Source: an optimization exercise on an open RTL-to-GDS flow (aim: small area). Production flows keep margins and buffers that such runs may drop. No run shown here included a check of the RTL's function; only the layout flow was run. Power is estimated from default activity; no workload was simulated.

## flow/design.v

```verilog
`default_nettype none
package strassenPkg;
    localparam int matDim      = 4;
    localparam int halfDim     = 2;                
    localparam int elemWidth   = 4;
    localparam int resultWidth = 12;
    localparam int addrWidth   = 4;                
    localparam int idxWidth    = $clog2(matDim);   
    typedef logic [elemWidth-1:0]   elemT;
    typedef logic [resultWidth-1:0] resultT;
    typedef elemT   operandMatT [matDim][matDim];
    typedef resultT resultMatT  [matDim][matDim];
    typedef resultT quadT       [halfDim][halfDim];
    localparam logic [3:0] modeBrute    = 4'd2;
    localparam logic [3:0] modeStrassen = 4'd4;
    typedef enum logic [3:0] {
        stIdle  = 4'd0,
        stCheck = 4'd1,
        stSel2  = 4'd2,
        stBrute = 4'd3,
        stSel4  = 4'd4,
        stSlice = 4'd6,
        stCalc1 = 4'd7,
        stCalc2 = 4'd8,
        stComb1 = 4'd9,
        stComb2 = 4'd10,
        stLoadC = 4'd11,
        stDone  = 4'd12
    } stateT;
endpackage
`default_nettype wire
`timescale 1ns/1ns
`default_nettype none
module strassenProducts (
    input  wire logic [strassenPkg::matDim-1:0][strassenPkg::elemWidth-1:0] rowA,
    input  wire logic [strassenPkg::matDim-1:0][strassenPkg::elemWidth-1:0] colB,
    output logic [strassenPkg::resultWidth-1:0]                              dot
);
    logic pp0_00, pp1_00, pp2_00, pp3_00, pp0_01, pp0_10, pp1_01, pp1_10, pp2_01, pp2_10, pp3_01, pp3_10, pp0_02, pp0_11, pp0_20, pp1_02, pp1_11, pp1_20, pp2_02, pp2_11, pp2_20, pp3_02, pp3_11, pp3_20, pp0_03, pp0_12, pp0_21, pp0_30, pp1_03, pp1_12, pp1_21, pp1_30, pp2_03, pp2_12, pp2_21, pp2_30, pp3_03, pp3_12, pp3_21, pp3_30, pp0_13, pp0_22, pp0_31, pp1_13, pp1_22, pp1_31, pp2_13, pp2_22, pp2_31, pp3_13, pp3_22, pp3_31, pp0_23, pp0_32, pp1_23, pp1_32, pp2_23, pp2_32, pp3_23, pp3_32, pp0_33, pp1_33, pp2_33, pp3_33, fs0, fc0, hs0, hc0, fs1, fc1, fs2, fc2, fs3, fc3, fs4, fc4, hs1, hc1, fs5, fc5, fs6, fc6, fs7, fc7, fs8, fc8, fs9, fc9, fs10, fc10, fs11, fc11, fs12, fc12, fs13, fc13, fs14, fc14, fs15, fc15, fs16, fc16, fs17, fc17, fs18, fc18, fs19, fc19, fs20, fc20, fs21, fc21, fs22, fc22, fs23, fc23, hs2, hc2, fs24, fc24, fs25, fc25, fs26, fc26, fs27, fc27, fs28, fc28, fs29, fc29, fs30, fc30, fs31, fc31, fs32, fc32, fs33, fc33, fs34, fc34, hs3, hc3, fs35, fc35, fs36, fc36, fs37, fc37, fs38, fc38, fs39, fc39, fs40, fc40, fs41, fc41, fs42, fc42, fs43, fc43, hs4, hc4, fs44, fc44, fs45, fc45, fs46, fc46, fs47, fc47, fs48, fc48, fs49, fc49, hs5, hc5, fs50, fc50, fs51, fc51, fs52, fc52, fs53, fc53;
    assign pp0_00 = ~(rowA[0][0] & colB[0][0]);
    assign pp0_01 = ~(rowA[0][0] & colB[0][1]);
    assign pp0_02 = ~(rowA[0][0] & colB[0][2]);
    assign pp0_03 = ~(rowA[0][0] & colB[0][3]);
    assign pp0_10 = ~(rowA[0][1] & colB[0][0]);
    assign pp0_11 = ~(rowA[0][1] & colB[0][1]);
    assign pp0_12 = ~(rowA[0][1] & colB[0][2]);
    assign pp0_13 = ~(rowA[0][1] & colB[0][3]);
    assign pp0_20 = ~(rowA[0][2] & colB[0][0]);
    assign pp0_21 = ~(rowA[0][2] & colB[0][1]);
    assign pp0_22 = ~(rowA[0][2] & colB[0][2]);
    assign pp0_23 = ~(rowA[0][2] & colB[0][3]);
    assign pp0_30 = ~(rowA[0][3] & colB[0][0]);
    assign pp0_31 = ~(rowA[0][3] & colB[0][1]);
    assign pp0_32 = ~(rowA[0][3] & colB[0][2]);
    assign pp0_33 = ~(rowA[0][3] & colB[0][3]);
    assign pp1_00 = ~(rowA[1][0] & colB[1][0]);
    assign pp1_01 = ~(rowA[1][0] & colB[1][1]);
    assign pp1_02 = ~(rowA[1][0] & colB[1][2]);
    assign pp1_03 = ~(rowA[1][0] & colB[1][3]);
    assign pp1_10 = ~(rowA[1][1] & colB[1][0]);
    assign pp1_11 = ~(rowA[1][1] & colB[1][1]);
    assign pp1_12 = ~(rowA[1][1] & colB[1][2]);
    assign pp1_13 = ~(rowA[1][1] & colB[1][3]);
    assign pp1_20 = ~(rowA[1][2] & colB[1][0]);
    assign pp1_21 = ~(rowA[1][2] & colB[1][1]);
    assign pp1_22 = ~(rowA[1][2] & colB[1][2]);
    assign pp1_23 = ~(rowA[1][2] & colB[1][3]);
    assign pp1_30 = ~(rowA[1][3] & colB[1][0]);
    assign pp1_31 = ~(rowA[1][3] & colB[1][1]);
    assign pp1_32 = ~(rowA[1][3] & colB[1][2]);
    assign pp1_33 = ~(rowA[1][3] & colB[1][3]);
    assign pp2_00 = ~(rowA[2][0] & colB[2][0]);
    assign pp2_01 = ~(rowA[2][0] & colB[2][1]);
    assign pp2_02 = ~(rowA[2][0] & colB[2][2]);
    assign pp2_03 = ~(rowA[2][0] & colB[2][3]);
    assign pp2_10 = ~(rowA[2][1] & colB[2][0]);
    assign pp2_11 = ~(rowA[2][1] & colB[2][1]);
    assign pp2_12 = ~(rowA[2][1] & colB[2][2]);
    assign pp2_13 = ~(rowA[2][1] & colB[2][3]);
    assign pp2_20 = ~(rowA[2][2] & colB[2][0]);
    assign pp2_21 = ~(rowA[2][2] & colB[2][1]);
    assign pp2_22 = ~(rowA[2][2] & colB[2][2]);
    assign pp2_23 = ~(rowA[2][2] & colB[2][3]);
    assign pp2_30 = ~(rowA[2][3] & colB[2][0]);
    assign pp2_31 = ~(rowA[2][3] & colB[2][1]);
    assign pp2_32 = ~(rowA[2][3] & colB[2][2]);
    assign pp2_33 = ~(rowA[2][3] & colB[2][3]);
    assign pp3_00 = ~(rowA[3][0] & colB[3][0]);
    assign pp3_01 = ~(rowA[3][0] & colB[3][1]);
    assign pp3_02 = ~(rowA[3][0] & colB[3][2]);
    assign pp3_03 = ~(rowA[3][0] & colB[3][3]);
    assign pp3_10 = ~(rowA[3][1] & colB[3][0]);
    assign pp3_11 = ~(rowA[3][1] & colB[3][1]);
    assign pp3_12 = ~(rowA[3][1] & colB[3][2]);
    assign pp3_13 = ~(rowA[3][1] & colB[3][3]);
    assign pp3_20 = ~(rowA[3][2] & colB[3][0]);
    assign pp3_21 = ~(rowA[3][2] & colB[3][1]);
    assign pp3_22 = ~(rowA[3][2] & colB[3][2]);
    assign pp3_23 = ~(rowA[3][2] & colB[3][3]);
    assign pp3_30 = ~(rowA[3][3] & colB[3][0]);
    assign pp3_31 = ~(rowA[3][3] & colB[3][1]);
    assign pp3_32 = ~(rowA[3][3] & colB[3][2]);
    assign pp3_33 = ~(rowA[3][3] & colB[3][3]);
    strassenFullAdder i_fa0 (.a(pp0_00), .b(pp1_00), .c(pp2_00), .s(fs0), .co(fc0));
    strassenFullAdder i_ha0 (.a(pp3_00), .b(fs0), .c(1'b1), .s(hs0), .co(hc0));
    strassenFullAdder i_fa1 (.a(pp0_01), .b(pp0_10), .c(pp1_01), .s(fs1), .co(fc1));
    strassenFullAdder i_fa2 (.a(pp1_10), .b(pp2_01), .c(pp2_10), .s(fs2), .co(fc2));
    strassenFullAdder i_fa3 (.a(pp3_01), .b(pp3_10), .c(fc0), .s(fs3), .co(fc3));
    strassenFullAdder i_fa4 (.a(fs1), .b(fs2), .c(hc0), .s(fs4), .co(fc4));
    strassenFullAdder i_ha1 (.a(fs3), .b(fs4), .c(1'b1), .s(hs1), .co(hc1));
    strassenFullAdder i_fa5 (.a(pp0_02), .b(pp0_11), .c(pp0_20), .s(fs5), .co(fc5));
    strassenFullAdder i_fa6 (.a(pp1_02), .b(pp1_11), .c(pp1_20), .s(fs6), .co(fc6));
    strassenFullAdder i_fa7 (.a(pp2_02), .b(pp2_11), .c(pp2_20), .s(fs7), .co(fc7));
    strassenFullAdder i_fa8 (.a(pp3_02), .b(pp3_11), .c(pp3_20), .s(fs8), .co(fc8));
    strassenFullAdder i_fa9 (.a(fc1), .b(fc2), .c(fs5), .s(fs9), .co(fc9));
    strassenFullAdder i_fa10 (.a(fs6), .b(fs7), .c(fs8), .s(fs10), .co(fc10));
    strassenFullAdder i_fa11 (.a(fc3), .b(fs10), .c(fs9), .s(fs11), .co(fc11));
    strassenFullAdder i_fa12 (.a(fc4), .b(fs11), .c(hc1), .s(fs12), .co(fc12));
    strassenFullAdder i_fa13 (.a(pp0_03), .b(pp0_12), .c(pp0_21), .s(fs13), .co(fc13));
    strassenFullAdder i_fa14 (.a(pp0_30), .b(pp1_03), .c(pp1_12), .s(fs14), .co(fc14));
    strassenFullAdder i_fa15 (.a(pp1_21), .b(pp1_30), .c(pp2_03), .s(fs15), .co(fc15));
    strassenFullAdder i_fa16 (.a(pp2_12), .b(pp2_21), .c(pp2_30), .s(fs16), .co(fc16));
    strassenFullAdder i_fa17 (.a(pp3_03), .b(pp3_12), .c(pp3_21), .s(fs17), .co(fc17));
    strassenFullAdder i_fa18 (.a(pp3_30), .b(fc5), .c(fc6), .s(fs18), .co(fc18));
    strassenFullAdder i_fa19 (.a(fc7), .b(fc8), .c(fs13), .s(fs19), .co(fc19));
    strassenFullAdder i_fa20 (.a(fs14), .b(fs15), .c(fs16), .s(fs20), .co(fc20));
    strassenFullAdder i_fa21 (.a(fs17), .b(fc10), .c(fc9), .s(fs21), .co(fc21));
    strassenFullAdder i_fa22 (.a(fs18), .b(fs19), .c(fs20), .s(fs22), .co(fc22));
    strassenFullAdder i_fa23 (.a(fc11), .b(fs21), .c(fs22), .s(fs23), .co(fc23));
    strassenFullAdder i_ha2 (.a(fc12), .b(fs23), .c(1'b1), .s(hs2), .co(hc2));
    strassenFullAdder i_fa24 (.a(pp0_13), .b(pp0_22), .c(pp0_31), .s(fs24), .co(fc24));
    strassenFullAdder i_fa25 (.a(pp1_13), .b(pp1_22), .c(pp1_31), .s(fs25), .co(fc25));
    strassenFullAdder i_fa26 (.a(pp2_13), .b(pp2_22), .c(pp2_31), .s(fs26), .co(fc26));
    strassenFullAdder i_fa27 (.a(pp3_13), .b(pp3_22), .c(pp3_31), .s(fs27), .co(fc27));
    strassenFullAdder i_fa28 (.a(fc13), .b(fc14), .c(fc15), .s(fs28), .co(fc28));
    strassenFullAdder i_fa29 (.a(fc16), .b(fc17), .c(fs24), .s(fs29), .co(fc29));
    strassenFullAdder i_fa30 (.a(fs25), .b(fs26), .c(fs27), .s(fs30), .co(fc30));
    strassenFullAdder i_fa31 (.a(fc18), .b(fc19), .c(fc20), .s(fs31), .co(fc31));
    strassenFullAdder i_fa32 (.a(fs28), .b(fs29), .c(fs30), .s(fs32), .co(fc32));
    strassenFullAdder i_fa33 (.a(fc21), .b(fc22), .c(fs31), .s(fs33), .co(fc33));
    strassenFullAdder i_fa34 (.a(fs32), .b(fc23), .c(fs33), .s(fs34), .co(fc34));
    strassenFullAdder i_ha3 (.a(hc2), .b(fs34), .c(1'b1), .s(hs3), .co(hc3));
    strassenFullAdder i_fa35 (.a(pp0_23), .b(pp0_32), .c(pp1_23), .s(fs35), .co(fc35));
    strassenFullAdder i_fa36 (.a(pp1_32), .b(pp2_23), .c(pp2_32), .s(fs36), .co(fc36));
    strassenFullAdder i_fa37 (.a(pp3_23), .b(pp3_32), .c(fc24), .s(fs37), .co(fc37));
    strassenFullAdder i_fa38 (.a(fc25), .b(fc26), .c(fc27), .s(fs38), .co(fc38));
    strassenFullAdder i_fa39 (.a(fs35), .b(fs36), .c(fc28), .s(fs39), .co(fc39));
    strassenFullAdder i_fa40 (.a(fc29), .b(fc30), .c(fs37), .s(fs40), .co(fc40));
    strassenFullAdder i_fa41 (.a(fs38), .b(fc31), .c(fc32), .s(fs41), .co(fc41));
    strassenFullAdder i_fa42 (.a(fs39), .b(fs40), .c(fc33), .s(fs42), .co(fc42));
    strassenFullAdder i_fa43 (.a(fs41), .b(fc34), .c(fs42), .s(fs43), .co(fc43));
    strassenFullAdder i_ha4 (.a(hc3), .b(fs43), .c(1'b1), .s(hs4), .co(hc4));
    strassenFullAdder i_fa44 (.a(pp0_33), .b(pp1_33), .c(pp2_33), .s(fs44), .co(fc44));
    strassenFullAdder i_fa45 (.a(pp3_33), .b(fc35), .c(fc36), .s(fs45), .co(fc45));
    strassenFullAdder i_fa46 (.a(fs44), .b(fc37), .c(fc38), .s(fs46), .co(fc46));
    strassenFullAdder i_fa47 (.a(fs45), .b(fc39), .c(fc40), .s(fs47), .co(fc47));
    strassenFullAdder i_fa48 (.a(fs46), .b(fc41), .c(fs47), .s(fs48), .co(fc48));
    strassenFullAdder i_fa49 (.a(fc42), .b(fs48), .c(fc43), .s(fs49), .co(fc49));
    strassenFullAdder i_ha5 (.a(hc4), .b(fs49), .c(1'b1), .s(hs5), .co(hc5));
    strassenFullAdder i_fa50 (.a(fc44), .b(fc45), .c(fc46), .s(fs50), .co(fc50));
    strassenFullAdder i_fa51 (.a(fc47), .b(fs50), .c(fc48), .s(fs51), .co(fc51));
    strassenFullAdder i_fa52 (.a(fs51), .b(fc49), .c(hc5), .s(fs52), .co(fc52));
    strassenFullAdder i_fa53 (.a(fc50), .b(fc51), .c(fc52), .s(fs53), .co(fc53));
    assign dot[0] = ~hs0;
    assign dot[1] = ~hs1;
    assign dot[2] = ~fs12;
    assign dot[3] = ~hs2;
    assign dot[4] = ~hs3;
    assign dot[5] = ~hs4;
    assign dot[6] = ~hs5;
    assign dot[7] = ~fs52;
    assign dot[8] = ~fs53;
    assign dot[9] = ~fc53;
    assign dot[strassenPkg::resultWidth-1:10] = '0;
endmodule
module strassenFullAdder (
    input  wire logic a, b, c,
    output logic      s, co
);
    assign s  = a ^ b ^ c;
    assign co = (a & b) | (a & c) | (b & c);
endmodule
`default_nettype wire
`timescale 1ns/1ns
`default_nettype none
module strassenDatapath (
    input  wire logic [strassenPkg::matDim-1:0][strassenPkg::matDim-1:0][strassenPkg::elemWidth-1:0] visA,
    input  wire logic [strassenPkg::matDim-1:0][strassenPkg::matDim-1:0][strassenPkg::elemWidth-1:0] visB,
    input  wire logic                                visValid,
    input  wire logic                                vis2,
    input  wire logic [strassenPkg::addrWidth-1:0]   resultAddr,
    output logic [strassenPkg::resultWidth-1:0] resultOut
);
    logic [strassenPkg::idxWidth-1:0] readRow, readCol;
    logic [strassenPkg::matDim-1:0][strassenPkg::elemWidth-1:0] rowA, colB;
    logic [strassenPkg::resultWidth-1:0] dot;
    assign readRow = resultAddr[strassenPkg::addrWidth-1 -: strassenPkg::idxWidth];
    assign readCol = resultAddr[strassenPkg::idxWidth-1:0];
    always_comb begin
        for (int k = 0; k < strassenPkg::matDim; k++) begin
            rowA[k] = (vis2 && k >= strassenPkg::halfDim) ? '0 : visA[readRow][k];
            colB[k] = visB[k][readCol];
        end
    end
    strassenProducts i_strassenProducts (.rowA(rowA), .colB(colB), .dot(dot));
    assign resultOut = (!visValid || (vis2 && (readRow[1] || readCol[1]))) ? '0 : dot;
endmodule
`default_nettype wire
`timescale 1ns/1ns
`default_nettype none
module strassenControl (
    input  wire logic          clk,
    input  wire logic          reset,
    input  wire logic          start,
    input  wire logic [3:0]    mode,
    output logic               done,
    output logic               ldSnap,       
    output logic               ldVis,        
    output logic               sel2,         
    output strassenPkg::stateT state
);
    strassenPkg::stateT nextState;
    always_ff @(posedge clk or posedge reset) begin
        if (reset) state <= strassenPkg::stIdle;
        else       state <= nextState;
    end
    always_comb begin
        nextState = state;
        case (state)
            strassenPkg::stIdle:  if (start) nextState = strassenPkg::stCheck;
            strassenPkg::stCheck: begin
                if (mode == strassenPkg::modeBrute)
                    nextState = strassenPkg::stSel2;
                else if (mode == strassenPkg::modeStrassen)
                    nextState = strassenPkg::stSel4;
            end
            strassenPkg::stSel2:  nextState = strassenPkg::stBrute;
            strassenPkg::stBrute: nextState = strassenPkg::stLoadC;
            strassenPkg::stSel4:  nextState = strassenPkg::stSlice;
            strassenPkg::stSlice: nextState = strassenPkg::stCalc1;
            strassenPkg::stCalc1: nextState = strassenPkg::stCalc2;
            strassenPkg::stCalc2: nextState = strassenPkg::stComb1;
            strassenPkg::stComb1: nextState = strassenPkg::stComb2;
            strassenPkg::stComb2: nextState = strassenPkg::stLoadC;
            strassenPkg::stLoadC: nextState = strassenPkg::stDone;
            strassenPkg::stDone:  nextState = strassenPkg::stIdle;
            default:              nextState = strassenPkg::stIdle;
        endcase
    end
    assign sel2   = (state == strassenPkg::stSel2);
    assign ldSnap = (state == strassenPkg::stSel2) || (state == strassenPkg::stSel4);
    assign ldVis  = (state == strassenPkg::stLoadC);
    assign done   = (state == strassenPkg::stDone);
endmodule
`default_nettype wire
`timescale 1ns/1ns
`default_nettype none
module matrixMemory (
    input  wire logic                               clk,
    input  wire logic                               reset,
    input  wire logic                               memWrite,
    input  wire logic                               memSelB,     
    input  wire logic [strassenPkg::idxWidth-1:0]   memRow,
    input  wire logic [strassenPkg::idxWidth-1:0]   memCol,
    input  wire strassenPkg::elemT                  memData,
    input  wire logic                               ldSnap,
    input  wire logic                               ldVis,
    input  wire logic                               sel2,
    output logic [strassenPkg::matDim-1:0][strassenPkg::matDim-1:0][strassenPkg::elemWidth-1:0] visA,
    output logic [strassenPkg::matDim-1:0][strassenPkg::matDim-1:0][strassenPkg::elemWidth-1:0] visB,
    output logic                                    visValid,    
    output logic                                    vis2         
);
    logic [strassenPkg::matDim-1:0][strassenPkg::matDim-1:0][strassenPkg::elemWidth-1:0] memA, memB;
    logic [strassenPkg::matDim-1:0][strassenPkg::matDim-1:0][strassenPkg::elemWidth-1:0] snapA, snapB;
    logic snap2;
    logic [strassenPkg::matDim-1:0][strassenPkg::matDim-1:0] weA, weB;
    always_comb begin
        for (int i = 0; i < strassenPkg::matDim; i++) begin
            for (int j = 0; j < strassenPkg::matDim; j++) begin
                weA[i][j] = memWrite && !memSelB && memRow == i && memCol == j;
                weB[i][j] = memWrite &&  memSelB && memRow == i && memCol == j;
            end
        end
    end
    always_ff @(posedge clk) begin
        for (int i = 0; i < strassenPkg::matDim; i++) begin
            for (int j = 0; j < strassenPkg::matDim; j++) begin
                if (weA[i][j]) memA[i][j] <= memData;
                if (weB[i][j]) memB[i][j] <= memData;
            end
        end
    end
    always_ff @(posedge clk) begin
        if (ldSnap) begin
            snapA <= memA;
            snapB <= memB;
            snap2 <= sel2;
        end
    end
    always_ff @(posedge clk) begin
        if (ldVis) begin
            visA <= snapA;
            visB <= snapB;
            vis2 <= snap2;
        end
    end
    always_ff @(posedge clk or posedge reset) begin
        if (reset)      visValid <= 1'b0;
        else if (ldVis) visValid <= 1'b1;
    end
endmodule
`default_nettype wire
`timescale 1ns/1ns
`default_nettype none
module strassenTop (
    input  wire logic                                clk,
    input  wire logic                                reset,
    input  wire logic                                start,
    input  wire logic [3:0]                          mode,
    input  wire logic                                memWrite,
    input  wire logic                                memSelB,
    input  wire logic [strassenPkg::idxWidth-1:0]    memRow,
    input  wire logic [strassenPkg::idxWidth-1:0]    memCol,
    input  wire strassenPkg::elemT                   memData,
    input  wire logic [strassenPkg::addrWidth-1:0]   resultAddr,
    output logic                                     done,
    output strassenPkg::stateT                       state,
    output strassenPkg::resultT                      resultOut
);
    logic ldSnap, ldVis, sel2, visValid, vis2;
    logic [strassenPkg::matDim-1:0][strassenPkg::matDim-1:0][strassenPkg::elemWidth-1:0] visA, visB;
    strassenControl i_strassenControl (
        .clk    (clk),
        .reset  (reset),
        .start  (start),
        .mode   (mode),
        .done   (done),
        .ldSnap (ldSnap),
        .ldVis  (ldVis),
        .sel2   (sel2),
        .state  (state)
    );
    matrixMemory i_matrixMemory (
        .clk      (clk),
        .reset    (reset),
        .memWrite (memWrite),
        .memSelB  (memSelB),
        .memRow   (memRow),
        .memCol   (memCol),
        .memData  (memData),
        .ldSnap   (ldSnap),
        .ldVis    (ldVis),
        .sel2     (sel2),
        .visA     (visA),
        .visB     (visB),
        .visValid (visValid),
        .vis2     (vis2)
    );
    strassenDatapath i_strassenDatapath (
        .visA       (visA),
        .visB       (visB),
        .visValid   (visValid),
        .vis2       (vis2),
        .resultAddr (resultAddr),
        .resultOut  (resultOut)
    );
endmodule
`default_nettype wire
```

## flow/constraint.sdc

```tcl
create_clock -name core_clock -period 10.0 [get_ports {clk}]
set_input_delay 2.0000 -clock core_clock [delete_from_list [all_inputs] [get_ports {clk}]]
set_output_delay 2.0000 -clock core_clock [all_outputs]
set_load 0.01 [all_outputs]
```

## flow/run.sh

```bash
#!/bin/bash
# synth_recipe.tcl (not shown) runs the flow's synth.tcl, then flattens the netlist and writes it again
# the make line also repeats each setting of config.mk as NAME=value (left out here)
make -C /OpenROAD-flow-scripts/flow DESIGN_CONFIG=/design/flow/config.mk WORK_HOME=/design/flow/orfs CLKGATE_MAP_FILE= SYNTH_SCRIPT=/design/flow/synth_recipe.tcl finish
```

## flow/config.mk

```make
export PLATFORM = sky130hd
export DESIGN_NAME = strassenTop
export DESIGN_NICKNAME = strassenTop
export VERILOG_FILES = /design/flow/design.v
export SDC_FILE = /design/flow/constraint.sdc
export NUM_CORES = 4
export LEC_CHECK = 0
export CAP_MARGIN = 20
export CORE_MARGIN = 2
export CORE_UTILIZATION = 40
export SLEW_MARGIN = 20
export SYNTH_HIERARCHICAL = 1
```

==> results of run 1 <==
==> metrics by stage <==
step	power, W	setup TNS (ps)	hold slack [ps]
after floorplan	0.00403	0	400
after global placement	0.00503	-2730	401
after detailed placement	0.00508	-2890	405
after CTS	0.00658	0	402
after global routing	0.00705	0	411
final	0.00650	0	404
==> kinds of logic after synthesis <==
group / count (synthesis) / synth area share [%]
multiplexers: 40 / 5.06
AO/OA/AOI/OAI: 19 / 0.803
other: 2 / 0.0512
XOR/XNOR: 2 / 0.120
flip-flops: 391 / 79.9
AND/OR/NAND/NOR: 136 / 4.55
buffers and inverters: 33 / 1.29
adder cells (fa/ha/maj): 60 / 8.19
==> synth_stat cells, types with 2 or more instances <==
cell	n	area, µm²
edfxtp_1	386	11600
nand2_1	67	251
fa_1	60	1200
nor2_1	34	128
mux2i_1	16	160
inv_1	13	48.8
mux4_2	13	293
and3b_1	12	105
mux4_1	11	289
o22ai_1	8	50.1
buf_2	6	30.0
clkbuf_1	5	18.8
dfrtp_1	5	125
buf_6	4	45.0
o21ai_0	4	20.0
buf_4	3	22.5
nand2b_1	3	18.8
nand4b_1	3	26.3
nand4bb_1	3	33.8
or2_2	3	18.8
a21oi_1	2	10.0
conb_1	2	7.51
nor4b_1	2	17.5
xnor2_1	2	17.5
==> worst min path at each step <==
stage                                                 start                                 end  slack [ps]  cells past startpoint
final                     i_matrixMemory.memA[52]$_DFFE_PP_  i_matrixMemory.snapA[52]$_DFFE_PP_         400                      0
after global routing      i_matrixMemory.memA[52]$_DFFE_PP_  i_matrixMemory.snapA[52]$_DFFE_PP_         410                      0
after CTS                 i_matrixMemory.memA[52]$_DFFE_PP_  i_matrixMemory.snapA[52]$_DFFE_PP_         400                      0
after detailed placement  i_matrixMemory.memA[24]$_DFFE_PP_  i_matrixMemory.snapA[24]$_DFFE_PP_         400                      0
after global placement     i_matrixMemory.memA[7]$_DFFE_PP_   i_matrixMemory.snapA[7]$_DFFE_PP_         400                      0
after floorplan            i_matrixMemory.memA[0]$_DFFE_PP_   i_matrixMemory.snapA[0]$_DFFE_PP_         400                      0
==> modules after synthesis (local to each module, per instance), a selection <==
module | cells | times used | area (µm²) | flops+latches
strassenControl | 34 | 1 | 297 | 4
strassenProducts | 78 | 1 | 300 | 0
matrixMemory | 436 | 1 | 11900 | 387
strassenFullAdder | 1 | 60 | 20.0 | 0
strassenDatapath | 75 | 1 | 1000 | 0
==> power groups by stage <==
stage / combinational [W] / sequential, W / clock, W
after floorplan: 0.00174 / 0.00230 / 0
after global placement: 0.00273 / 0.00230 / 0
after detailed placement: 0.00277 / 0.00231 / 0
after CTS: 0.00287 / 0.00229 / 0.00142
after global routing: 0.00324 / 0.00231 / 0.00150
final: 0.00283 / 0.00228 / 0.00139
==> sequential cells by signal (all words and copies together), names as in the netlist <==
register and cells:
i_matrixMemory.memA 64, i_matrixMemory.memB 64, i_matrixMemory.snap2 1, i_matrixMemory.snapA 64, i_matrixMemory.snapB 64, i_matrixMemory.vis2 1, i_matrixMemory.visA 64, i_matrixMemory.visB 64
i_matrixMemory.visValid 1, i_strassenControl.state 4
==> timing repair <==
action                                  4_1_cts  5_1_grt
pin swaps                                    22       20
endpoints found under the setup margin        4        3
resized for setup                            84       13
buffers inserted                              6        7
cloned                                        1        0
==> cell type report <==
cell class | count | area share, %
flip-flops and latches | 391 | 67.2
multi-input cells | 265 | 17.2
clock buffers | 45 | 5.85
clock inverters | 25 | 1.25
repair buffers | 91 | 4.89
well taps | 468 | 3.36
inverters | 13 | 0.280
==> critical path, stage by stage <==
cell and delay, ps:
buf_2 120, buf_6 120, buf_4 130, mux4_2 610, nand2_2 110, fa_1 430, fa_2 600, fa_2 470
fa_2 420, fa_2 370, fa_2 370, fa_1 490, fa_2 380, fa_2 360, fa_1 370, inv_1 50
and3b_1 140, dlygate4sd2_1 260
==> layer usage <==
| layer | vias up | part of all wire (%) | GRT usage [%] |
|---|---|---|---|
| met1 | 3147 | 45 | 18.6 |
| met5 | - | 0 | 0 |
| met4 | 0 | 2.0 | 4.10 |
| met2 | 126 | 49 | 22.1 |
| met3 | 41 | 4.0 | 2.31 |
| li1 | 2842 | - | - |
==> run_results.csv, run 1 <==
group,metric,value,unit
final_layout,final_core_util,48.0,%
detailed_routing,routed_via_density,4.74,
timing,setup_viol,0,
place,place_congestion,0.870,
timing,finalHoldViolCount,0,
pwr,powerDensity,373,mW/mm²
clock_network,cts_tree,"built",
floorplan,rows,70,
global_routing,grt_max_degree,84,
timing,slew_viol_final,0,
floorplan,start_util,40.3,%
global_routing,antenna_found_initial,0,
clock_network,cts_buffer_depth,3,
final_layout,fin_area,0.0174,mm²
worst_setup_path,cp-end-kind,"output port",
timing,fin_ws,184,ps
pwr,p_sw,0.00202,W
worst_setup_path,startpoint,"resultAddr[0]",
detailed_routing,drtIter0Drc,494,
outcome,status,"no timing/DRC/antenna violations",
pwr,p_leak,5.62,nW
worst_setup_path,start_kind,"primary input",
worst_setup_path,setup.worst_path.end,"resultOut[9]",
floorplan,dieArea,0.0382,mm²
final_layout,layout-drive-gt1-share,24.0,%
final_layout,final_common_cell,"edfxtp_1",
synth,yosysWarnings,9,
place,hpwl,16.3,mm
worst_setup_path,r2r_cells,3,
detailed_routing,drcViolationCount,0,
global_routing,overflow,0,
global_routing,grt_usage,13.4,%
pwr,seq_power_share,35.1,%
final_layout,nNetsFinal,882,
flow_run,maxCapViolCount,0,
clock_network,htreeDepth,2,
clock_network,clock_sinks,391,
clock_network,cts_hold_buf,0,
final_layout,syn2layout_area_growth,19.0,%
synth,ys_seq_elements,391,
timing,period_share,98.2,%
final_layout,multi_input_comb_area,0.00300,mm²
pwr,swShare,31.0,%
worst_setup_path,timing.rr.start,"i_strassenControl.state[0]$_DFFE_PP0P_",
synth,syn_area_per_cell,21.5,µm²
detailed_routing,wirelength,25.1,mm
timing,slew_headroom,29.9,%
floorplan,ios,38,
place,pre_cts_ws,-1030,ps
pwr,p_comb_share,43.5,%
pwr,ir_worst_vdd,0.412,mV
place,io_buffers,35,
synth,synth_cell_types,40,
synth,ys_seq_area_share,79.9,%
worst_setup_path,critPathMaxFanout,4,
global_routing,grt_pass1_vias,6329,
timing,finClkSkew,19.7,ps
worst_setup_path,r2r_slack,7200,ps
final_layout,final-seq-area,0.0117,mm²
pwr,clkPwrFrac,21.4,%
timing,worstMarginPinSlew,1050,ps
detailed_routing,antenna_left,0,
final_layout,finalNonFillerCells,1298,
min_path,min_path_type,"flop to flop",
worst_setup_path,cp.arrival,7820,ps
floorplan,core_area,0.0363,mm²
clock_network,clk_pin_slew,60,ps
worst_setup_path,regToRegEndpoint,"i_matrixMemory.visB[20]$_DFFE_PP_",
clock_network,cts_inserted_buffers,39,
timing,layout_min_cycle_time,9820,ps
worst_setup_path,path_class,"primary input to output port",
detailed_routing,wl_per_cell,19.3,µm
synth,ys_async_sr_fraction,1.28,%
synth,synth-edff-count,386,
synth,synth_area,0.0147,mm²
floorplan,fp.dieH,195,µm
synth,netlist_instances,683,
clock_network,clk_latency,520,ps
synth,synth-main-ff-cell,"edfxtp_1",
detailed_routing,vias,6156,
final_layout,n_antenna_cell,0,
timing,rsz0062_at_grt,"false",
pwr,internal_power,0.00448,W
final_layout,final_cell_mix,"386 x edfxtp_1, 54 x nand2_1, 42 x buf_4",
floorplan,fp.dieW,195,µm
detailed_routing,drtPass1Iterations,4,
place,dpl.cell_count,1214,
worst_setup_path,required,8000,ps
clock_network,root_buffer,"clkbuf_16",
place,placed_cell_area,0.0158,mm²
final_layout,fill_cells,2955,
timing,fmaxAchievable,0.102,GHz
global_routing,grt_pass1_wl,38.2,mm
==> run 2: changes to the inputs <==
--- a/flow/config.mk
+++ b/flow/config.mk
@@ -10,2 +10,3 @@
 export CORE_UTILIZATION = 40
+export GPL_TIMING_DRIVEN = 0
 export SLEW_MARGIN = 20
==> run 2 against run 1 <==
Net effect:
- still clean
- routed wire length shrank 4.9%
- core utilization shrank 0.77 points
- clock-buffer cell count grew 8
- largest cell class unchanged
==> run_results.csv, run 2 <==
group,metric,value,unit
synth,synth-main-ff-cell,"edfxtp_1",
detailed_routing,routed_via_density,4.74,
synth,netlist_instances,683,
clock_network,cts_tree,"built",
worst_setup_path,cp.arrival,7810,ps
timing,layout_min_cycle_time,9810,ps
clock_network,root_buffer,"clkbuf_16",
timing,period_share,98.1,%
floorplan,core_area,0.0363,mm²
synth,synth_cell_types,40,
clock_network,clk_pin_slew,60,ps
pwr,p_total,0.00636,W
global_routing,grtUsageMet3,2.85,%
floorplan,start_util,40.3,%
worst_setup_path,r2r_cells,8,
outcome,status,"no timing/DRC/antenna violations",
final_layout,layout-drive-gt1-share,17.3,%
global_routing,grt_max_degree,57,
synth,synth-edff-count,386,
detailed_routing,wirelength,23.9,mm
worst_setup_path,start_kind,"primary input",
worst_setup_path,crit_slowest_cell,"mux4_2",
pwr,p_leak,5.49,nW
final_layout,syn2layout_area_growth,17.1,%
place,pre_cts_ws,-858,ps
synth,synth.largest_area_cell,"edfxtp_1",
detailed_routing,vias,6045,
synth,synth_common_cells,"386 x edfxtp_1, 67 x nand2_1, 60 x fa_1, 34 x nor2_1, 16 x mux2i_1",
timing,setup_viol,0,
flow_run,maxCapViolCount,0,
place,placed_cell_area,0.0158,mm²
worst_setup_path,critPathMaxFanout,7,
floorplan,fp.dieH,195,µm
timing,slew_viol_final,0,
pwr,ir_worst_vdd,0.439,mV
detailed_routing,drtIter0Drc,346,
final_layout,n_antenna_cell,0,
min_path,min-delay-start,"i_matrixMemory.snapA[32]$_DFFE_PP_",
place,hpwl,16.0,mm
detailed_routing,drcViolationCount,0,
final_layout,multi_input_comb_area,0.00293,mm²
worst_setup_path,timing.critical_path.cells,"buf_8 > buf_12 > buf_6 > mux4_2 > nand2_2 > fa_1 > fa_1 > fa_2 > fa_2 > fa_2 > fa_2 > fa_2 > fa_2 > fa_2 > fa_1 > inv_1 > and3b_1 > clkdlybuf4s15_1",
timing,finClkSkew,13.0,ps
timing,slew_headroom,49.5,%
synth,synth_area_leaders,"edfxtp_1 79%, fa_1 8.2%, mux4_2 2.0%",
timing,fmaxAchievable,0.102,GHz
timing,fin_ws,189,ps
detailed_routing,antenna_left,0,
timing,worstMarginPinSlew,757,ps
global_routing,overflow,0,
clock_network,htreeDepth,2,
worst_setup_path,cp-end-kind,"output port",
global_routing,use_met2,23.0,%
clock_network,clk_latency,520,ps
floorplan,dieArea,0.0382,mm²
worst_setup_path,startpoint,"resultAddr[0]",
pwr,powerDensity,371,mW/mm²
place,dpl.cell_count,1199,
worst_setup_path,slowest_delay,600,ps
worst_setup_path,setup.worst_path.end,"resultOut[8]",
detailed_routing,drtPass1Iterations,4,
worst_setup_path,r2r_slack,7670,ps
synth,yosysWarnings,9,
final_layout,nNetsFinal,860,
worst_setup_path,regToRegEndpoint,"i_matrixMemory.snapB[50]$_DFFE_PP_",
timing,rsz0062_at_grt,"false",
global_routing,grt_pass1_vias,6452,
floorplan,fp.dieW,195,µm
synth,ys_seq_elements,391,
worst_setup_path,path_common_cell,"fa_2",
worst_setup_path,timing.rr.start,"i_strassenControl.state[2]$_DFFE_PP0P_",
global_routing,grt_usage,13.2,%
clock_network,cts_inserted_buffers,38,
global_routing,met1_usage,16.6,%
final_layout,finalNonFillerCells,1275,
floorplan,ios,38,
synth,yosysMostFrequentCell,"edfxtp_1",
synth,synth_area,0.0147,mm²
final_layout,fin_area,0.0172,mm²
clock_network,cts_buffer_depth,3,
global_routing,antenna_found_initial,0,
floorplan,rows,70,
synth,ys_seq_area_share,79.9,%
place,io_buffers,31,
timing,finalHoldViolCount,0,
final_layout,final_cell_mix,"386 x edfxtp_1, 58 x nand2_1, 43 x fa_1",
global_routing,grt_pass1_wl,37.6,mm
min_path,min_path_type,"flop to flop",
global_routing,grt_busiest_layer,"met2",
final_layout,fill_cells,2958,
final_layout,final-seq-area,0.0117,mm²
place,place_congestion,0.766,
final_layout,final_core_util,47.2,%
detailed_routing,wl_per_cell,18.7,µm
worst_setup_path,path_class,"primary input to output port",
synth,ys_async_sr_fraction,1.28,%
synth,syn_area_per_cell,21.5,µm²
final_layout,final_common_cell,"edfxtp_1",
worst_setup_path,required,8000,ps
clock_network,clock_sinks,391,
synth,synthDominantCellAreaShare,79.1,%
[run 2: cell counts after synthesis]
Identical to the previous run, type by type.
[run 2: per-stage QoR]
| stage | TNS (ps) | hold WS (ps) |
|---|---|---|
| floorplan | 0 | 400 |
| global placement | -2120 | 400 |
| detailed placement | -2180 | 405 |
| CTS | 0 | 409 |
| global route | 0 | 419 |
| finish | 0 | 409 |
[run 2: where the power goes]
part	total, W	leakage (nW)	internal (W)	switching (W)
sequential	0.00225	3.58	0.00218	0.0000688
combinational	0.00280	1.35	0.00148	0.00132
clock	0.00132	0.564	0.000773	0.000548
[run 2: layout make-up]
class | count | area share [%]
inverter | 13 | 0.284
multi-input combinational | 265 | 17.1
timing repair buffer | 52 | 3.24
tap | 468 | 3.41
clock inverter | 15 | 0.554
sequential | 391 | 68.3
clock buffer | 53 | 6.24
buffer | 18 | 0.890
[run 2: per-module statistics from Yosys, one instance, submodules excluded, a selection]
module | copies in the design | cells inside | cell area (µm²)
strassenFullAdder | 60 | 1 | 20.0
strassenProducts | 1 | 78 | 300
strassenControl | 1 | 34 | 297
strassenDatapath | 1 | 75 | 1000
matrixMemory | 1 | 436 | 11900
[run 2: how the worst min path moves through the flow]
| stage | end | slack [ps] | cells after the start |
|---|---|---|---|
| after floorplan | i_matrixMemory.snapA[0]$_DFFE_PP_ | 400 | 0 |
| after global placement | i_matrixMemory.snapA[39]$_DFFE_PP_ | 400 | 0 |
| after detailed placement | i_matrixMemory.snapA[19]$_DFFE_PP_ | 400 | 0 |
| after CTS | i_matrixMemory.visA[32]$_DFFE_PP_ | 410 | 0 |
| after global routing | i_matrixMemory.snapA[40]$_DFFE_PP_ | 420 | 0 |
| final | i_matrixMemory.visA[32]$_DFFE_PP_ | 410 | 0 |
[run 2: worst max-delay path, delay by kind of cell]
kind          cells  cell delay [ps]
fa+ha+maj        10             4280
buf+inv           5              630
mux               1              600
simple gates      2              270
[run 2: kinds of logic after synthesis]
logic type / Yosys count / synth area share (%)
other: 2 / 0.0512
muxes: 40 / 5.06
buffers and inverters: 33 / 1.29
adders and majority gates: 60 / 8.19
AOI/OAI and AO/OA: 19 / 0.803
DFF: 391 / 79.9
and+or+nand+nor: 136 / 4.55
xor gates and xnor gates: 2 / 0.120
[run 2: routing by layer]
| metal | wire [µm] | up-vias |
|---|---|---|
| li1 | - | 2801 |
| met1 | 10200 | 3092 |
| met2 | 12100 | 113 |
| met3 | 1020 | 39 |
| met4 | 497 | 0 |
| met5 | 0 | - |
[run 2: repair_timing]
action	CTS	global route
resized for setup	35	17
cloned	0	0
setup buffers	7	3
pin swaps	11	15
hold buffers	0	0
endpoints found under the setup margin	4	3
==> run 3: changes to the inputs <==
--- a/flow/config.mk
+++ b/flow/config.mk
@@ -10,2 +10,3 @@
 export CORE_UTILIZATION = 40
+export CTS_BUF_LIST = sky130_fd_sc_hd__clkbuf_4
 export GPL_TIMING_DRIVEN = 0
==> run 3 against run 2 <==
Net effect:
- clock-buffer cell count is 79 higher
- design area is 0.23% lower
- synthesized cell count stayed put
- global-route usage is 0.22 points higher
- sequential power hardly changed
- setup slack worse by 32 ps
- via count is 6.2% higher
- clock skew is 41 ps higher
- routed wire length is 1.4% higher
- sequential share of layout area is 0.15 points higher
- largest cell class unchanged
- clock power is 8% lower
==> run_results.csv, run 3 <==
group,metric,value,unit
outcome,status,"no timing/DRC/antenna violations",
worst_setup_path,cp-end-kind,"output port",
pwr,seq_power_share,35.9,%
worst_setup_path,start_kind,"primary input",
timing,fmaxAchievable,0.102,GHz
synth,syn_area_per_cell,21.5,µm²
global_routing,grt_max_degree,57,
global_routing,overflow,0,
synth,yosysWarnings,9,
pwr,p_sw,0.00195,W
final_layout,layout-drive-gt1-share,26.2,%
synth,synthDominantCellAreaShare,79.1,%
synth,synth_area,0.0147,mm²
detailed_routing,antenna_left,0,
final_layout,nNetsFinal,917,
synth,synth-edff-count,386,
detailed_routing,drtPass1Iterations,4,
global_routing,grt_pass1_vias,6904,
final_layout,syn2layout_area_growth,16.8,%
synth,netlist_instances,683,
synth,synth_area_leaders,"edfxtp_1 79%, fa_1 8.2%, mux4_2 2.0%",
synth,synth-main-ff-cell,"edfxtp_1",
timing,slew_viol_final,0,
detailed_routing,wl_per_cell,17.7,µm
pwr,p_comb_share,44.5,%
timing,finClkSkew,53.6,ps
timing,setup_viol,0,
clock_network,cts_inserted_buffers,95,
final_layout,final_cell_mix,"386 x edfxtp_1, 132 x clkbuf_4, 58 x nand2_1",
timing,setup_tns,0,ps
synth,synth.largest_area_cell,"edfxtp_1",
pwr,swShare,31.2,%
final_layout,final_common_cell,"edfxtp_1",
worst_setup_path,required,8000,ps
timing,finalHoldViolCount,0,
detailed_routing,drcViolationCount,0,
detailed_routing,routed_via_density,4.70,
floorplan,core_area,0.0363,mm²
synth,ys_async_sr_fraction,1.28,%
floorplan,start_util,40.3,%
worst_setup_path,cp.arrival,7840,ps
final_layout,final-seq-area,0.0117,mm²
synth,synth_common_cells,"386 x edfxtp_1, 67 x nand2_1, 60 x fa_1, 34 x nor2_1, 16 x mux2i_1",
place,place_congestion,0.766,
place,io_buffers,31,
synth,synth_cell_types,40,
floorplan,ios,38,
pwr,p_leak,5.61,nW
global_routing,grt_usage,13.5,%
place,hpwl,16.0,mm
floorplan,fp.dieW,195,µm
min_path,min_path_type,"flop to flop",
clock_network,clk_latency,710,ps
final_layout,final_core_util,47.1,%
synth,ys_seq_area_share,79.9,%
clock_network,cts_hold_buf,0,
detailed_routing,vias,6417,
clock_network,clock_sinks,391,
synth,ys_seq_elements,391,
clock_network,cts_tree,"built",
timing,rsz0062_at_grt,"false",
clock_network,clk_pin_slew,70,ps
pwr,clkPwrFrac,19.6,%
detailed_routing,drtIter0Drc,330,
final_layout,fill_cells,3020,
global_routing,grt_pass1_wl,38.0,mm
clock_network,cts_buffer_depth,3,
pwr,ir_worst_vdd,0.438,mV
timing,fin_ws,157,ps
floorplan,dieArea,0.0382,mm²
clock_network,root_buffer,"clkbuf_4",
final_layout,multi_input_comb_area,0.00291,mm²
final_layout,finalNonFillerCells,1366,
timing,slew_headroom,47.1,%
clock_network,htreeDepth,3,
floorplan,rows,70,
global_routing,antenna_found_initial,2,
synth,yosysMostFrequentCell,"edfxtp_1",
pwr,internal_power,0.00430,W
floorplan,fp.dieH,195,µm
place,pre_cts_ws,-858,ps
place,dpl.cell_count,1199,
timing,worstMarginPinSlew,794,ps
timing,layout_min_cycle_time,9840,ps
worst_setup_path,path_class,"primary input to output port",
worst_setup_path,critPathMaxFanout,7,
detailed_routing,wirelength,24.2,mm
flow_run,maxCapViolCount,0,
timing,period_share,98.4,%
pwr,powerDensity,365,mW/mm²
[run 3: per-module statistics from Yosys, one instance, submodules excluded, a selection]
module	cells inside	cell area (µm²)
strassenControl	34	297
strassenDatapath	75	1000
strassenFullAdder	1	20.0
strassenProducts	78	300
matrixMemory	436	11900
[run 3: logic make-up (layout without fill, tap and decap cells)]
logic type | Yosys count | count (layout) | synth area share, %
flip-flops | 391 | 391 | 79.9
multiplexers | 40 | 40 | 5.06
AND/OR/NAND/NOR | 136 | 136 | 4.55
buffers and inverters | 33 | 240 | 1.29
AO/OA/AOI/OAI | 19 | 19 | 0.803
adder cells (fa/ha/maj) | 60 | 60 | 8.19
other | 2 | 10 | 0.0512
XOR/XNOR | 2 | 2 | 0.120
[run 3: stage by stage]
step	total power [W]	hold WS (ps)	instance area, µm²
floorplan	0.00403	400	14700
CTS	0.00635	384	17100
global placement	0.00501	400	15600
detailed placement	0.00505	405	15800
global route	0.00682	391	17100
finish	0.00625	400	17100
[run 3: worst max-delay path, cell delays in order]
cell and delay, ps:
buf_8 110, buf_12 130, buf_6 120, mux4_2 600, nand2_2 120, fa_1 450
fa_2 580, fa_2 450, fa_2 370, fa_2 370, fa_1 410, fa_1 470
fa_2 370, fa_2 340, fa_1 480, inv_1 40, and3b_1 150, dlygate4sd2_1 280
[run 3: cell type report]
| class | instances | share of cell area (%) |
|---|---|---|
| diodes | 2 | 0.0292 |
| plain buffers | 18 | 0.892 |
| clock buffers | 132 | 5.79 |
| clock inverters | 25 | 0.935 |
| inverters | 13 | 0.285 |
| multi-input cells | 265 | 17.0 |
| flip-flops and latches | 391 | 68.4 |
| well taps | 468 | 3.42 |
| repair buffers | 52 | 3.24 |
[run 3: what timing repair did]
item | 4_1_cts | 5_1_grt
setup endpoints to repair | 4 | 3
gates resized for setup | 35 | 12
pin swaps | 11 | 13
setup buffers | 7 | 3
[run 3: power by group through the flow]
stage / Combinational (W) / Clock, W / Sequential (W)
after floorplan: 0.00174 / 0 / 0.00230
after global placement: 0.00268 / 0 / 0.00233
after detailed placement: 0.00277 / 0 / 0.00228
after CTS: 0.00283 / 0.00127 / 0.00225
after global routing: 0.00319 / 0.00136 / 0.00227
final: 0.00278 / 0.00122 / 0.00225
[run 3: worst paths after layout]
kind	slack [ps]	startpoint	endpoint	cells past startpoint
max	160	resultAddr[0]	resultOut[8]	18
min	400	i_matrixMemory.memB[59]$_DFFE_PP_	i_matrixMemory.snapB[59]$_DFFE_PP_	0
max reg2reg	7660	i_strassenControl.state[2]$_DFFE_PP0P_	i_matrixMemory.snapB[50]$_DFFE_PP_	8
min reg2reg	400	i_matrixMemory.memB[59]$_DFFE_PP_	i_matrixMemory.snapB[59]$_DFFE_PP_	0
max in group asynchronous	8330	reset	i_strassenControl.state[0]$_DFFE_PP0P_	2
min in group asynchronous	1460	reset	i_matrixMemory.visValid$_DFFE_PP0P_	2
[run 3: routing by layer]
layer | up-vias | share of wire, % | global-route usage (%)
li1 | 2984 | - | -
met4 | 0 | 1.8 | 5.77
met5 | - | 0 | 0
met2 | 145 | 52 | 23.1
met3 | 35 | 5.5 | 3.97
met1 | 3253 | 41 | 15.8
==> run 4: changes to the inputs <==
--- a/flow/config.mk
+++ b/flow/config.mk
@@ -10,3 +10,4 @@
 export CORE_UTILIZATION = 40
-export CTS_BUF_LIST = sky130_fd_sc_hd__clkbuf_4
+export CTS_BUF_LIST = sky130_fd_sc_hd__clkbuf_8
+export CTS_CLUSTER_SIZE = 30
 export GPL_TIMING_DRIVEN = 0
==> run 4 against run 3 <==
Net effect:
- sequential power hardly changed
- core utilization decreased by 0.26 points
- critical path type unchanged
- still clean on timing, DRC and antenna
- design area decreased by 0.56%
- cell count shrank 4.6%
==> run_results.csv, run 4 <==
group,metric,value,unit
clock_network,clk_latency,590,ps
final_layout,layout-drive-gt1-share,19.0,%
global_routing,grtUsageMet3,2.69,%
min_path,min_path_type,"flop to flop",
timing,fin_ws,187,ps
place,hpwl,16.0,mm
clock_network,cts_tree,"built",
clock_network,clk_pin_slew,60,ps
timing,finClkSkew,27.2,ps
synth,synth_common_cells,"386 x edfxtp_1, 67 x nand2_1, 60 x fa_1, 34 x nor2_1, 16 x mux2i_1",
global_routing,grt_busiest_layer,"met2",
min_path,worstHoldEndpoint,"i_matrixMemory.snapB[14]$_DFFE_PP_",
pwr,p_sw,0.00194,W
timing,setup_viol,0,
clock_network,cts_buffer_depth,3,
pwr,internal_power,0.00427,W
synth,synth-main-ff-cell,"edfxtp_1",
outcome,status,"no timing/DRC/antenna violations",
timing,worstMarginPinSlew,778,ps
global_routing,antenna_found_initial,0,
final_layout,n_antenna_cell,0,
pwr,p_leak,5.50,nW
floorplan,ios,38,
floorplan,rows,70,
global_routing,grt_pass1_vias,6611,
synth,synth_area_leaders,"edfxtp_1 79%, fa_1 8.2%, mux4_2 2.0%",
timing,period_share,98.1,%
synth,synth-edff-count,386,
timing,fmaxAchievable,0.102,GHz
synth,synth-compound-area-share,0.802,%
worst_setup_path,r2r_slack,7680,ps
pwr,seq_power_share,36.2,%
final_layout,final_cell_mix,"386 x edfxtp_1, 58 x nand2_1, 58 x clkbuf_8",
pwr,clkPwrFrac,18.7,%
timing,slew_viol_final,0,
final_layout,syn2layout_area_growth,16.2,%
timing,layout_min_cycle_time,9810,ps
floorplan,fp.dieH,195,µm
timing,rsz0062_at_grt,"false",
worst_setup_path,r2r_cells,8,
place,pre_cts_ws,-858,ps
clock_network,root_buffer,"clkbuf_8",
detailed_routing,drcViolationCount,0,
synth,syn_area_per_cell,21.5,µm²
worst_setup_path,cp.arrival,7810,ps
detailed_routing,wl_per_cell,18.5,µm
final_layout,final_common_cell,"edfxtp_1",
detailed_routing,routed_via_density,4.71,
synth,synth_top_family_by_area,"adder cells",
synth,synth_mux_area_share,5.06,%
detailed_routing,vias,6141,
worst_setup_path,startpoint,"resultAddr[0]",
detailed_routing,drtIter0Drc,407,
synth,synth-simple-area-share,4.55,%
pwr,p_comb_share,45.1,%
synth,synth.largest_area_cell,"edfxtp_1",
pwr,powerDensity,364,mW/mm²
synth,yosysMostFrequentCell,"edfxtp_1",
clock_network,cts_inserted_buffers,58,
synth,synthDominantCellAreaShare,79.1,%
place,place_congestion,0.766,
synth,ys_seq_elements,391,
synth,ys_seq_area_share,79.9,%
synth,synthXorXnorAreaFrac,0.120,%
synth,synth_fa_ha_area_share,8.19,%
min_path,worstHoldPathCells,0,
detailed_routing,wirelength,24.1,mm
clock_network,cts_hold_buf,0,
global_routing,met1_usage,16.7,%
floorplan,start_util,40.3,%
synth,synth_area,0.0147,mm²
floorplan,fp.dieW,195,µm
timing,finalHoldViolCount,0,
min_path,min-delay-start,"i_matrixMemory.memB[14]$_DFFE_PP_",
global_routing,grt_usage,13.3,%
global_routing,use_met2,23.1,%
clock_network,htreeDepth,2,
worst_setup_path,path_class,"primary input to output port",
final_layout,nNetsFinal,880,
synth,netlist_instances,683,
global_routing,grt_max_degree,57,
worst_setup_path,start_kind,"primary input",
detailed_routing,antenna_left,0,
timing,whs,403,ps
detailed_routing,drtPass1Iterations,6,
global_routing,grt_pass1_wl,37.9,mm
synth,yosysWarnings,9,
pwr,swShare,31.2,%
synth,ys_async_sr_fraction,1.28,%
worst_setup_path,timing.rr.start,"i_strassenControl.state[2]$_DFFE_PP0P_",
synth,synth_cell_types,40,
worst_setup_path,regToRegEndpoint,"i_matrixMemory.snapB[51]$_DFFE_PP_",
pwr,ir_worst_vdd,0.438,mV
timing,slew_headroom,48.1,%
global_routing,overflow,0,
clock_network,clock_sinks,391,
floorplan,dieArea,0.0382,mm²
floorplan,core_area,0.0363,mm²
place,io_buffers,31,
flow_run,maxCapViolCount,0,
worst_setup_path,critPathMaxFanout,7,
worst_setup_path,cp-end-kind,"output port",
worst_setup_path,required,8000,ps
## run 4: logic make-up after synthesis
family | Yosys count
DFF | 391
other | 2
muxes | 40
xor gates and xnor gates | 2
adders and majority gates | 60
and+or+nand+nor | 136
buffers and inverters | 33
AOI/OAI and AO/OA | 19
## run 4: final cells by class
class	instances	area, µm²
Clock inverter	38	234
Inverter	13	48.8
Timing Repair Buffer	52	556
Fill cell	2993	19300
Tap cell	468	586
Buffer	18	153
Multi-Input combinational cell	265	2930
Sequential cell	391	11700
Clock buffer	58	798
## run 4: worst max-delay path: stages
cell             delay (ps)
buf_8                   110
buf_12                  130
buf_6                   120
mux4_2                  600
nand2_2                 120
fa_1                    410
fa_1                    520
fa_2                    570
fa_2                    450
fa_2                    380
fa_2                    400
fa_2                    390
fa_2                    340
fa_2                    340
fa_1                    480
inv_1                    40
and3b_1                 150
clkdlybuf4s15_1         230
## run 4: worst max path at each step
stage / depth (start not counted) / slack, ps / end
2_1_floorplan: 18 / 90 / resultOut[8]
3_3_place_gp: 18 / -840 / resultOut[8]
3_5_place_dp: 18 / -860 / resultOut[8]
4_1_cts: 17 / 4 / resultOut[8]
5_1_grt: 18 / 20 / resultOut[8]
6_report: 18 / 190 / resultOut[8]
## run 4: metal layers
layer | share of wire (%) | routed length (µm)
met5 | 0 | 0
met4 | 2.0 | 479
met3 | 4.2 | 1020
met2 | 52 | 12400
met1 | 42 | 10100
## run 4: power by group through the flow
stage	Sequential (W)	Clock, W	Combinational (W)
finish	0.00225	0.00116	0.00280
global route	0.00227	0.00127	0.00321
CTS	0.00225	0.00120	0.00283
detailed placement	0.00228	0	0.00277
global placement	0.00233	0	0.00268
floorplan	0.00230	0	0.00174
## run 4: what timing repair did
action / in CTS / in global routing
setup endpoints to repair: 4 / 3
resized for setup: 35 / 17
pin swaps: 11 / 15
setup buffers: 7 / 3
## run 4: through the flow
step                      total power [W]  std cells  setup TNS [ps]  utilization (%)  instance area (µm²)
after floorplan                   0.00403        689               0                -                14700
after global placement            0.00501       1188           -2120             42.9                15600
after detailed placement          0.00505       1199           -2180             43.4                15800
after CTS                         0.00629       1301               0             46.6                16900
after global routing              0.00675       1303               0             46.8                17000
final                             0.00620       1303               0             46.8                17000
## run 4: modules after synthesis (local to each module, per instance), a selection
module | flops+latches | cells inside | cell area (µm²) | times used
matrixMemory | 387 | 436 | 11900 | 1
strassenProducts | 0 | 78 | 300 | 1
strassenFullAdder | 0 | 1 | 20.0 | 60
strassenControl | 4 | 34 | 297 | 1
strassenDatapath | 0 | 75 | 1000 | 1
==> run 5: changes to the inputs <==
--- a/flow/design.v
+++ b/flow/design.v
@@ -195,13 +195,36 @@
     logic [strassenPkg::matDim-1:0][strassenPkg::elemWidth-1:0] rowA, colB;
-    logic [strassenPkg::resultWidth-1:0] dot;
     assign readRow = resultAddr[strassenPkg::addrWidth-1 -: strassenPkg::idxWidth];
     assign readCol = resultAddr[strassenPkg::idxWidth-1:0];
+    logic                             rowEn;
+    logic [strassenPkg::matDim-1:0]   selLo, selHi, selCol;
+    assign rowEn = visValid && !(vis2 && (readRow[1] || readCol[1]));
     always_comb begin
-        for (int k = 0; k < strassenPkg::matDim; k++) begin
-            rowA[k] = (vis2 && k >= strassenPkg::halfDim) ? '0 : visA[readRow][k];
-            colB[k] = visB[k][readCol];
+        for (int r = 0; r < strassenPkg::matDim; r++) begin
+            selLo[r]  = rowEn && readRow == r;
+            selHi[r]  = rowEn && !vis2 && readRow == r;
+            selCol[r] = readCol == r;
         end
     end
-    strassenProducts i_strassenProducts (.rowA(rowA), .colB(colB), .dot(dot));
-    assign resultOut = (!visValid || (vis2 && (readRow[1] || readCol[1]))) ? '0 : dot;
+    for (genvar k = 0; k < strassenPkg::matDim; k++) begin : g_k
+        for (genvar b = 0; b < strassenPkg::elemWidth; b++) begin : g_b
+            strassenSel4 i_selA (
+                .sel (k < strassenPkg::halfDim ? selLo : selHi),
+                .d   ({visA[3][k][b], visA[2][k][b], visA[1][k][b], visA[0][k][b]}),
+                .y   (rowA[k][b])
+            );
+            strassenSel4 i_selB (
+                .sel (selCol),
+                .d   ({visB[k][3][b], visB[k][2][b], visB[k][1][b], visB[k][0][b]}),
+                .y   (colB[k][b])
+            );
+        end
+    end
+    strassenProducts i_strassenProducts (.rowA(rowA), .colB(colB), .dot(resultOut));
+endmodule
+module strassenSel4 (
+    input  wire logic [3:0] sel,
+    input  wire logic [3:0] d,
+    output logic            y
+);
+    assign y = |(sel & d);
 endmodule
==> flow/flow/run.sh (new file) <==
#!/bin/bash
# Standard layout, with two changes: the clock tree uses larger sink clusters and no
# dummy loads, and the port buffers are the smallest buffer cell.
set -euo pipefail
CTS="-sink_clustering_enable -repair_clock_nets -dont_use_dummy_load"
CTS="$CTS -sink_clustering_size ${FLOW_CTS_SIZE:-20} -sink_clustering_max_diameter ${FLOW_CTS_DIAM:-120}"
CTS="$CTS -buf_list sky130_fd_sc_hd__clkbuf_8"
bash standard.sh "CTS_ARGS=$CTS" "BUFFER_PORTS_ARGS=-buffer_cell sky130_fd_sc_hd__buf_1" finish > standard.log 2>&1
==> flow/standard.sh (new file) <==
#!/bin/bash
# synth_recipe.tcl (not shown) runs the flow's synth.tcl, then flattens the netlist and writes it again
# the make line also repeats each setting of config.mk as NAME=value (left out here)
make -C /OpenROAD-flow-scripts/flow DESIGN_CONFIG=/design/flow/config.mk WORK_HOME=/design/flow/orfs CLKGATE_MAP_FILE= SYNTH_SCRIPT=/design/flow/synth_recipe.tcl "${@:-finish}"
--- a/flow/config.mk
+++ b/flow/config.mk
@@ -10,4 +10,2 @@
 export CORE_UTILIZATION = 40
-export CTS_BUF_LIST = sky130_fd_sc_hd__clkbuf_8
-export CTS_CLUSTER_SIZE = 30
 export GPL_TIMING_DRIVEN = 0
removed: flow/run.sh
==> run 5 against run 4 <==
Net effect:
- core utilization is 1.6 points lower
- die area shrank 1.9%
- critical endpoint unchanged
- still clean
- design area decreased by 5.6%
- power fell by 30%
- setup slack got worse by 31 ps
==> run_results.csv, run 5 <==
group,metric,value,unit
final_layout,final_common_cell,"edfxtp_1",
floorplan,fp.dieH,194,µm
detailed_routing,routed_via_density,4.88,
synth,synth_common_cells,"386 x edfxtp_1, 99 x nand2_1, 64 x a22oi_1, 60 x fa_1, 35 x nor2_1",
synth,ys_seq_area_share,81.5,%
pwr,ir_worst_vdd,0.276,mV
detailed_routing,drcViolationCount,0,
synth,synth-main-ff-cell,"edfxtp_1",
global_routing,overflow,0,
clock_network,cts_hold_buf,0,
worst_setup_path,cp.arrival,7840,ps
worst_setup_path,slowest_delay,570,ps
worst_setup_path,critPathMaxFanout,5,
clock_network,htreeDepth,1,
pwr,p_total,0.00436,W
synth,syn_area_per_cell,20.0,µm²
min_path,min_path_type,"flop to flop",
detailed_routing,wl_per_cell,18.9,µm
place,place_congestion,0.830,
synth,synthDominantCellAreaShare,80.6,%
timing,finalHoldViolCount,0,
synth,synth_fa_ha_area_share,8.36,%
floorplan,fp.dieW,194,µm
worst_setup_path,start_kind,"primary input",
synth,ys_async_sr_fraction,1.28,%
synth,synth_area,0.0144,mm²
timing,slew_viol_final,0,
worst_setup_path,cp-end-kind,"output port",
synth,synth_top_family_by_area,"adder cells",
clock_network,cts_inserted_buffers,23,
final_layout,fin_area,0.0161,mm²
final_layout,layout-drive-gt1-share,15.6,%
synth,netlist_instances,718,
synth,yosysMostFrequentCell,"edfxtp_1",
worst_setup_path,required,8000,ps
synth,synth_area_leaders,"edfxtp_1 81%, fa_1 8.4%, a22oi_1 3.3%",
timing,setup_viol,0,
place,pre_cts_ws,-1080,ps
timing,period_share,98.4,%
clock_network,clock_sinks,391,
timing,worstMarginPinSlew,774,ps
global_routing,grt_pass1_vias,6482,
floorplan,core_area,0.0355,mm²
synth,yosysWarnings,9,
clock_network,clk_pin_slew,110,ps
final_layout,nNetsFinal,903,
synth,ys_seq_elements,391,
place,placed_cell_area,0.0154,mm²
final_layout,n_antenna_cell,0,
detailed_routing,wirelength,24.3,mm
detailed_routing,drtPass1Iterations,5,
final_layout,syn2layout_area_growth,11.8,%
synth,synth-compound-area-share,3.93,%
floorplan,rows,69,
timing,fmaxAchievable,0.102,GHz
final_layout,fill_cells,2964,
synth,synth_cell_types,39,
final_layout,final_cell_mix,"386 x edfxtp_1, 88 x nand2_1, 56 x a22oi_1",
timing,finClkSkew,47.8,ps
worst_setup_path,path_class,"primary input to output port",
global_routing,grt_pass1_wl,36.6,mm
synth,synthXorXnorAreaFrac,0.122,%
detailed_routing,drtIter0Drc,412,
clock_network,clk_latency,570,ps
clock_network,cts_tree,"built",
floorplan,start_util,40.5,%
place,hpwl,16.4,mm
global_routing,grt_usage,12.8,%
timing,layout_min_cycle_time,9840,ps
timing,fin_ws,156,ps
worst_setup_path,path_common_cell,"fa_2",
clock_network,cts_buffer_depth,3,
flow_run,maxCapViolCount,0,
floorplan,ios,38,
worst_setup_path,crit_slowest_cell,"fa_2",
synth,synth_mux_area_share,0,%
timing,slew_headroom,48.4,%
timing,whs,384,ps
floorplan,dieArea,0.0375,mm²
detailed_routing,antenna_left,0,
synth,synth-edff-count,386,
detailed_routing,vias,6254,
pwr,powerDensity,271,mW/mm²
synth,synth-simple-area-share,5.29,%
pwr,p_leak,4.93,nW
global_routing,antenna_found_initial,0,
global_routing,grt_max_degree,52,
place,io_buffers,35,
outcome,status,"no timing/DRC/antenna violations",
synth,synth.largest_area_cell,"edfxtp_1",
clock_network,root_buffer,"clkbuf_8",
worst_setup_path,timing.critical_path.cells,"clkbuf_2 > nand2b_4 > a211oi_4 > buf_4 > buf_6 > a22oi_1 > nand2_2 > nand2_1 > fa_1 > fa_1 > fa_2 > fa_2 > fa_2 > fa_2 > fa_1 > fa_2 > fa_2 > fa_1 > inv_1 > buf_2",
run 5: cell count changes in the layout (fill, tap and decap cells not counted), sizes merged, moves of 19 or more:
cell	delta
clkdlybuf4s50	-25
buf	+38
clkinv	-19
mux4	-24
a22oi	+64
clkbuf	-35
nand2	+32
run 5: layout make-up:
type	instances	area (µm²)	area share, %
Sequential cell	391	11700	72.9
Multi-Input combinational cell	311	2770	17.2
Timing Repair Buffer	73	582	3.62
Tap cell	461	577	3.59
Clock buffer	23	317	1.97
Buffer	8	53.8	0.335
Inverter	14	52.6	0.327
run 5: cell families (layout without fill, tap and decap cells):
kind of cell,after synthesis,after routing
buffers and inverters,22,118
adder cells (fa/ha/maj),60,60
AO/OA/AOI/OAI,76,76
other,2,8
AND/OR/NAND/NOR,165,165
flip-flops,391,391
XOR/XNOR,2,2
run 5: worst max-delay path: cells and delay by family:
family / cells / cell delay [ps]
adder cells (fa/ha/maj): 10 / 4540
buffers and inverters: 5 / 560
AND/OR/NAND/NOR: 3 / 450
AO/OA/AOI/OAI: 2 / 280
run 5: timing repair:
item	CTS	global route
pin swaps	12	15
gates resized for setup	39	23
setup buffers	19	6
endpoints found under the setup margin	4	2
cloned	0	0
run 5: per-stage QoR:
stage / util, % / TNS, ps / std cells
CTS: 44.9 / 0 / 1275
detailed placement: 43.3 / -2960 / 1233
floorplan: - / 0 / 724
global route: 45.3 / -58.4 / 1281
finish: 45.3 / 0 / 1281
global placement: 42.6 / -5290 / 1220
run 5: metal layers:
metal / wire length, µm / track usage [%] / share of wire, % / vias up
met5: 0 / 0 / 0 / -
met4: 442 / 3.14 / 1.8 / 0
met3: 752 / 1.46 / 3.1 / 33
met2: 12700 / 23.9 / 53 / 103
met1: 10300 / 15.9 / 43 / 3213
li1: - / - / - / 2905
run 5: per-module statistics from Yosys, one instance, submodules excluded, excerpt:
module             cells  flops+latches  cell area, µm²  copies in the design
matrixMemory         436            387           11900                     1
strassenControl       34              4             297                     1
strassenDatapath      14              0             120                     1
strassenFullAdder      1              0            20.0                    60
strassenProducts      78              0             300                     1
strassenSel4           3              0            18.8                    32
run 5: path summary, 6_finish.rpt:
check	startpoint	end	slack, ps	cells after the start
worst max-delay path	resultAddr[3]	resultOut[8]	160	20
worst min-delay path	i_matrixMemory.memA[52]$_DFFE_PP_	i_matrixMemory.snapA[52]$_DFFE_PP_	380	0
worst max register to register	i_strassenControl.state[2]$_DFFE_PP0P_	i_matrixMemory.snapB[19]$_DFFE_PP_	7800	8
worst min register to register	i_matrixMemory.memA[52]$_DFFE_PP_	i_matrixMemory.snapA[52]$_DFFE_PP_	380	0
max in group asynchronous	reset	i_strassenControl.state[2]$_DFFE_PP0P_	8560	2
min in group asynchronous	reset	i_matrixMemory.visValid$_DFFE_PP0P_	1230	2
run 5: where the power goes:
group,switching (W),internal [W],leakage (nW)
Sequential,0.0000762,0.00217,3.58
Clock,0.000424,0.000208,0.165
Combinational,0.000894,0.000584,1.18

==> what the ideal ports hide <==
The results above use ideal ports. As a check the final layouts listed here were re-extracted and re-timed, cells and wires unchanged. Step 1 assumes that a clkbuf_16 drives the clock port and a buf_2 every other input. Step 2 adds t to the input delays and takes it off the output delays; t is the mean of the earliest and latest rising clock arrival at the registers after step 1. Input paths then give back, and output paths get back, about the clock's delay inside the block. Three values: no drivers, after step 1, after step 2; two values: the first two.
run	shift t [ns]	slack for setup (ns)	worst setup path at the end	clock arrival spread, ns	cell pins on the clock port's net
run 1	0.558	0.184 / 0.123 / 0.123	input to output	0.022 / 0.022	1
run 2	0.560	0.189 / 0.134 / 0.134	input to output	0.015 / 0.014	1
run 3	0.723	0.157 / 0.109 / 0.109	input to output	0.054 / 0.054	1
run 4	0.617	0.187 / 0.133 / 0.133	input to output	0.029 / 0.028	1
run 5	0.594	0.156 / 0.130 / 0.130	input to output	0.048 / 0.048	1
After both steps every run listed still meets setup and hold. The setup slack of run 1, which loses most, moves by -0.061 ns with the drivers and by -0.061 ns with both steps.
